Background: an optimization exercise with open tools, aiming at small area. Do not read the settings as production practice.
Only simulation tests tie the RTL to the original design; equivalence was not proved.
Power figures rest on the tool's default switching activity, not on a simulated workload.

==> amber <==
==> flow/design.v <==
package icache_pkg;
  typedef logic [32-1:0]        pc_t;
  typedef logic [(32 - $clog2((4 * 32) / 8))-1:0] line_addr_t;
  typedef logic [$clog2(8)-1:0]       set_idx_t;
  typedef logic [((32 - $clog2((4 * 32) / 8)) - $clog2(8))-1:0]       tag_t;
  typedef logic [$clog2(2)-1:0]       way_idx_t;
  typedef logic [$clog2(4)-1:0]      slot_t;
  typedef logic [32-1:0]        instr_t;
  typedef logic [(4 * 32)-1:0]      line_t;
  typedef struct packed {
    pc_t pc;
  } fetch_req_t;
  typedef struct packed {
    instr_t [2-1:0] instrs;
  } fetch_rsp_t;
  typedef struct packed {
    line_addr_t line_addr;
  } mem_req_t;
  typedef struct packed {
    line_t data;
  } mem_rsp_t;
  typedef enum logic [1:0] {
    IDLE,
    LOOKUP,
    MISS_REQ,
    MISS_WAIT
  } ic_state_e;
endpackage
`timescale 1ns/1ps
module icache_top
(
  input  logic       clk_i,
  input  logic       rst_ni,
  input  logic       req_valid_i,
  output logic       req_ready_o,
  input  icache_pkg::fetch_req_t req_i,
  output logic       rsp_valid_o,
  input  logic       rsp_ready_i,
  output icache_pkg::fetch_rsp_t rsp_o,
  output logic       mem_req_valid_o,
  input  logic       mem_req_ready_i,
  output icache_pkg::mem_req_t   mem_req_o,
  input  logic       mem_rsp_valid_i,
  output logic       mem_rsp_ready_o,
  input  icache_pkg::mem_rsp_t   mem_rsp_i
);
  localparam int TW = ((32 - $clog2((4 * 32) / 8)) - $clog2(8));
  logic [1:0]  state_q;
  logic        rsp_valid_q;
  logic        mem_req_valid_q;
  logic [3:0]  lfsr_q;
  logic [29:0] pc_q;
  logic        miss_b_q;
  logic        miss_way_q;
  logic [TW-1:0]  tag_mem  [2][8];
  logic [127:0]   data_mem [2][8];
  logic [7:0]     valid_q  [2];
  logic idle, lookup, miss_wait;
  assign idle      = (state_q == 2'd0);
  assign lookup    = (state_q == 2'd1);
  assign miss_wait = (state_q == 2'd3);
  logic accept;
  assign req_ready_o = idle && !rsp_valid_q;
  assign accept      = req_valid_i && req_ready_o;
  logic [2:0]    set_a;
  logic [1:0]    slot;
  logic [4:0]    pos;       
  logic [TW-1:0] tag_a;
  logic          xline;
  logic          set7;
  assign set_a = pc_q[4:2];
  assign slot  = pc_q[1:0];
  assign pos   = pc_q[4:0];
  assign tag_a = pc_q[29:5];
  assign xline = (slot == 2'd3);
  assign set7  = (set_a == 3'd7);
  logic          inc_c;
  logic [TW-1:0] tag_inc;
  assign inc_c   = set7 && (miss_b_q || !state_q[1]);
  assign tag_inc = tag_a + TW'(inc_c);
  logic [1:0] ev_set_hi;
  logic [2:0] ev_set, od_set;
  assign ev_set_hi = set_a[2:1] + 2'(set_a[0]);
  assign ev_set    = {ev_set_hi, 1'b0};
  assign od_set    = {set_a[2:1], 1'b1};
  logic [1:0] h_ev, h_od;
  logic [1:0] v_ev, v_od;
  for (genvar w = 0; w < 2; w++) begin : g_cmp
    assign v_ev[w] = valid_q[w][ev_set];
    assign v_od[w] = valid_q[w][od_set];
    assign h_ev[w] = v_ev[w] && (tag_mem[w][ev_set] == tag_inc);
    assign h_od[w] = v_od[w] && (tag_mem[w][od_set] == tag_a);
  end
  logic [1:0] hit_a_w, hit_b_w, valid_a, valid_b;
  assign hit_a_w = set_a[0] ? h_od : h_ev;
  assign hit_b_w = set_a[0] ? h_ev : h_od;
  assign valid_a = set_a[0] ? v_od : v_ev;
  assign valid_b = set_a[0] ? v_ev : v_od;
  logic hit_a, hit_b, hit_all, miss_b;
  assign hit_a   = |hit_a_w;
  assign hit_b   = |hit_b_w;
  assign hit_all = hit_a && (!xline || hit_b);
  assign miss_b  = hit_a && xline;
  logic [3:0]  od_idx;
  logic [15:0] ev_dec, od_dec;
  logic [1:0]  ev_way, od_way;
  assign od_idx = pos[4:1];
  assign od_dec = 16'd1 << od_idx;
  assign ev_dec = pos[0] ? {od_dec[14:0], od_dec[15]} : od_dec;
  logic ev_way1_q, od_way1_q;
  always_ff @(posedge clk_i) begin
    ev_way1_q <= (set_a[0] ^ xline) ? h_od[1] : h_ev[1];
    od_way1_q <= hit_a_w[1];
  end
  assign ev_way = {ev_way1_q, !ev_way1_q};
  assign od_way = {od_way1_q, !od_way1_q};
  logic [31:0] ev_word, od_word;
  always_comb begin
    ev_word = '0;
    od_word = '0;
    for (int i = 0; i < 16; i++) begin
      for (int w = 0; w < 2; w++) begin
        ev_word = ev_word | ({32{ev_dec[i] & ev_way[w]}} & data_mem[w][i/2][(i%2)*64 +: 32]);
        od_word = od_word | ({32{od_dec[i] & od_way[w]}} & data_mem[w][i/2][(i%2)*64 + 32 +: 32]);
      end
    end
  end
  assign rsp_o.instrs[0] = pos[0] ? od_word : ev_word;
  assign rsp_o.instrs[1] = pos[0] ? ev_word : od_word;
  assign rsp_valid_o     = rsp_valid_q;
  assign mem_req_valid_o = mem_req_valid_q;
  assign mem_req_o.line_addr = {tag_inc, set_a + 3'(miss_b_q)};
  assign mem_rsp_ready_o = miss_wait;
  logic [1:0] valid_sel;
  logic       victim;
  assign valid_sel = miss_b ? valid_b : valid_a;
  assign victim    = !valid_sel[0] ? 1'b0 : (!valid_sel[1] ? 1'b1 : lfsr_q[0]);
  logic [1:0] state_d;
  always_comb begin
    state_d = state_q;
    case (state_q)
      2'd0: if (accept) state_d = 2'd1;
      2'd1: state_d = hit_all ? 2'd0 : 2'd2;
      2'd2: if (mem_req_valid_q && mem_req_ready_i) state_d = 2'd3;
      2'd3: if (mem_rsp_valid_i) state_d = 2'd1;
      default: state_d = 2'd0;
    endcase
  end
  always_ff @(posedge clk_i or negedge rst_ni) begin
    if (!rst_ni) begin
      state_q         <= 2'd0;
      rsp_valid_q     <= 1'b0;
      mem_req_valid_q <= 1'b0;
      lfsr_q          <= 4'h1;
    end else begin
      state_q <= state_d;
      lfsr_q  <= {lfsr_q[2:0], lfsr_q[3] ^ lfsr_q[2]};
      if (lookup && hit_all) begin
        rsp_valid_q <= 1'b1;
      end else if (rsp_ready_i) begin
        rsp_valid_q <= 1'b0;
      end
      if (state_q == 2'd2 && !mem_req_valid_q) begin
        mem_req_valid_q <= 1'b1;
      end else if (mem_req_ready_i) begin
        mem_req_valid_q <= 1'b0;
      end
    end
  end
  always_ff @(posedge clk_i) begin
    if (accept) begin
      pc_q <= req_i.pc[31:2];
    end
    if (lookup) begin
      miss_b_q   <= miss_b;
      miss_way_q <= victim;
    end
  end
  logic       we;
  logic [2:0] wr_set;
  assign we     = miss_wait && mem_rsp_valid_i;
  assign wr_set = set_a + 3'(miss_b_q);
  for (genvar w = 0; w < 2; w++) begin : g_way
    for (genvar s = 0; s < 8; s++) begin : g_set
      logic           wen;
      logic [TW-1:0]  t_q;
      logic [127:0]   d_q;
      logic           v_q;
      assign wen = we && (wr_set == 3'(s)) && (miss_way_q == 1'(w));
      logic sel, load, keep;
      assign sel  = (wr_set == 3'(s)) && (miss_way_q == 1'(w));
      assign load = sel && miss_wait;
      assign keep = !(sel && state_q[1]);
      always_ff @(posedge clk_i) begin
        t_q <= ({TW{load}} & tag_inc) | ({TW{keep}} & t_q);
        d_q <= ({128{load}} & mem_rsp_i.data) | ({128{keep}} & d_q);
      end
      always_ff @(posedge clk_i or negedge rst_ni) begin
        if (!rst_ni) begin
          v_q <= 1'b0;
        end else if (wen) begin
          v_q <= 1'b1;
        end
      end
      assign tag_mem[w][s]  = t_q;
      assign data_mem[w][s] = d_q;
      assign valid_q[w][s]  = v_q;
    end
  end
endmodule
==> flow/flow/run.sh <==
#!/bin/bash
# Own flow: the standard layout, with small port buffers.
set -euo pipefail
export BUFFER_PORTS_ARGS="-buffer_cell sky130_fd_sc_hd__buf_1"
bash standard.sh > standard.log 2>&1
==> flow/standard.sh <==
#!/bin/bash
# synth_recipe.tcl (not shown) runs the flow's synth.tcl, then flattens the netlist and writes it again
# the make line also repeats each setting of config.mk as NAME=value (left out here)
make -C /OpenROAD-flow-scripts/flow DESIGN_CONFIG=/design/flow/config.mk WORK_HOME=/design/flow/orfs CLKGATE_MAP_FILE= SYNTH_SCRIPT=/design/flow/synth_recipe.tcl "${@:-finish}"
==> flow/config.mk <==
export PLATFORM = sky130hd
export DESIGN_NAME = icache_top
export DESIGN_NICKNAME = icache_top
export VERILOG_FILES = /design/flow/design.v
export SDC_FILE = /design/flow/constraint.sdc
export NUM_CORES = 4
export LEC_CHECK = 0
export CAP_MARGIN = 20
export CORE_MARGIN = 2
export CORE_UTILIZATION = 60
export CTS_BUF_LIST = sky130_fd_sc_hd__clkbuf_16
export CTS_CLUSTER_DIAMETER = 80
export CTS_CLUSTER_SIZE = 25
export PLACE_DENSITY = 0.7
export SETUP_SLACK_MARGIN = 0.2
export SLEW_MARGIN = 20
==> flow/constraint.sdc <==
create_clock -name core_clock -period 7.0 [get_ports {clk_i}]
set_input_delay 1.4000 -clock core_clock [delete_from_list [all_inputs] [get_ports {clk_i}]]
set_output_delay 1.4000 -clock core_clock [all_outputs]
set_load 0.01 [all_outputs]
==> raven: changes against amber <==
==> flow/flow/run.sh (replaced) <==
#!/bin/bash
# Own flow: the standard synthesis, an area remap of its combinational
# logic (flip-flops untouched), then the standard layout with small port
# buffers and a clock tree of clkbuf_8 leaves without dummy balancing loads.
# Each tool writes its own log in this folder (ORFS's step logs are under
# orfs/logs).
set -euo pipefail
export BUFFER_PORTS_ARGS="-buffer_cell sky130_fd_sc_hd__buf_1"
export CTS_ARGS="-sink_clustering_enable -repair_clock_nets -dont_use_dummy_load -buf_list sky130_fd_sc_hd__clkbuf_8 -root_buf sky130_fd_sc_hd__clkbuf_16 -sink_clustering_size 16 -sink_clustering_max_diameter 60"
R=orfs/results/${FLOW_PLATFORM}/icache_top/base
LIB=${FLOW_HOME}/platforms/${FLOW_PLATFORM}/lib/sky130_fd_sc_hd__tt_025C_1v80.lib

bash standard.sh synth > standard_synth.log 2>&1
cp $R/1_2_yosys.v standard_1_2_yosys.v
python3 flow/splitlib.py "$LIB" seq.lib comb.lib > splitlib.log 2>&1
REMAP_LIB="$LIB" REMAP_IN=standard_1_2_yosys.v REMAP_OUT=remapped.v REMAP_ABC=flow/abc_area.script \
  yosys -c flow/remap.tcl > remap.log 2>&1
cp remapped.v $R/1_2_yosys.v
rm -f $R/1_synth.odb $R/1_synth.sdc
bash standard.sh > standard.log 2>&1
==> flow/flow/abc_area.script (new file) <==
&get -n; &st; &syn2; &dch -f; &nf -a -R 1000; &put
==> flow/flow/remap.tcl (new file) <==
# Area remap of the standard synthesis: the flip-flops (and their instance
# names) are kept as they are, the combinational cells are read as logic and
# mapped again by ABC with an area-oriented script.
yosys -import
set lib $::env(REMAP_LIB)
read_liberty -lib seq.lib
read_liberty -ignore_miss_func comb.lib
read_verilog $::env(REMAP_IN)
hierarchy -check -top $::env(FLOW_TOP)
flatten
opt_clean -purge
# flatten dropped the combinational cells' modules: define them again as
# library cells for ABC's result
read_liberty -lib comb.lib
# the flattened cells' pin wires must not name the nets of ports
yosys rename -hide w:_*_.*
opt_clean -purge
tee -o remap_before.txt stat -liberty $lib
abc -script $::env(REMAP_ABC) -liberty $lib -dont_use *probe* -dont_use *lpflow* -D [expr {int($::env(FLOW_PERIOD_NS) * 1000)}]
splitnets
opt_clean -purge
hilomap -singleton -hicell sky130_fd_sc_hd__conb_1 HI -locell sky130_fd_sc_hd__conb_1 LO
insbuf -buf sky130_fd_sc_hd__buf_4 A X
opt_clean -purge
tee -o remap_after.txt stat -liberty $lib
check -assert -mapped
write_verilog -noattr -nohex -nodec $::env(REMAP_OUT)
==> flow/flow/splitlib.py (new file) <==
# Split the platform's liberty file into its sequential cells and its
# combinational cells, so that Yosys can read the combinational cells as
# logic while the flip-flops stay as they are.
import re, sys
src, seq_out, comb_out = sys.argv[1:4]
t = open(src).read()
i = t.index('\n    cell (')
head, body = t[:i], t[i:]
j = body.rstrip().rfind('}')
body = body.rstrip()[:j]
cells = [c for c in re.split(r'(?=\n    cell \()', body) if c.strip()]
seq, comb = [], []
for c in cells:
    (seq if re.search(r'\n\s+(ff|latch|statetable)\s*\(', c) else comb).append(c)
open(seq_out, 'w').write(head + ''.join(seq) + '\n}\n')
open(comb_out, 'w').write(head + ''.join(comb) + '\n}\n')
print(len(seq), 'sequential cells,', len(comb), 'combinational cells')
==> flow/config.mk (replaced) <==
export PLATFORM = sky130hd
export DESIGN_NAME = icache_top
export DESIGN_NICKNAME = icache_top
export VERILOG_FILES = /design/flow/design.v
export SDC_FILE = /design/flow/constraint.sdc
export NUM_CORES = 4
export LEC_CHECK = 0
export CAP_MARGIN = 30
export CORE_MARGIN = 2
export CORE_UTILIZATION = 70
export PLACE_DENSITY = 0.8
export SETUP_SLACK_MARGIN = 0.2
export SLEW_MARGIN = 35
==> run notes <==
metric                                                                        raven        amber
Result of the run                                          timing/DRC/antenna clean  timing/DRC/antenna clean
Power per standard cell area                                            415 nW/um^2  448 nW/um^2
Initial core utilization                                                      70.6%        60.3%
End-of-flow core utilization                                                  78.0%        64.4%
Footprint of the multi-input gates                                      37400 sq um  38600 sq um
Count of routing violations after the opening detailed-route iteration        15.6k        11.6k
Origin of the critical flop-to-flop path                                    pc_q[3]      pc_q[4]
Post-place instance area                                                93600 sq um  95100 sq um
Largest net degree at the start of global routing                               129          141
Tap cell count                                                                 1637         2044
Flop-to-flop setup slack                                                    1040 ps      1270 ps
Seq power                                                                  22700 uW     24300 uW
Fraction of area in registers                                                 52.4%        51.1%
Post-Layout Cell Count                                                         9912        10.2k
RePlAce Congestion                                                            0.901        0.857
Die Height                                                                   357 um       397 um
Filler cells                                                                   8216        12.1k
Power in combinational cells                                               10600 uW     11800 uW
Post-route cell area                                                    96600 sq um  99100 sq um
Mean area per synthesized cell                                           11.6 sq um   10.9 sq um
Fraction of the cycle the final worst path needs                              97.5%        97.3%
Place WS                                                                    1230 ps      1090 ps
Switching share of power                                                      32.7%        31.5%

==> what the ideal ports hide <==
The results above use ideal ports. As a check the final layouts listed here were re-extracted and re-timed, cells and wires unchanged. Step 1 (the two cells are an assumption about what drives the block):
set clk [get_ports {clk_i}]
set_driving_cell -lib_cell sky130_fd_sc_hd__clkbuf_16 $clk
set_driving_cell -lib_cell sky130_fd_sc_hd__buf_2 [delete_from_list [all_inputs] $clk]
Step 2 times the ports against the registers' clock, not the clock port: input delays grow and output delays shrink by t, the midpoint of the rising clock arrivals with the driver on. Slacks: no drivers / after step 1 / after step 2; pairs: no drivers / after step 1.
| run | t, ns | setup WS [ns] | worst hold slack (ns) | worst setup path after step 2 | latest minus earliest clock arrival (ns) |
|---|---|---|---|---|---|
| amber | 0.887 | 0.188 / 0.095 / 0.981 | 0.378 / 0.378 / 0.378 | register to output | 0.040 / 0.041 |
| raven | 0.879 | 0.178 / 0.097 / 0.976 | 0.377 / 0.377 / 0.377 | register to output | 0.085 / 0.085 |
After both steps setup and hold are still met in every run listed.
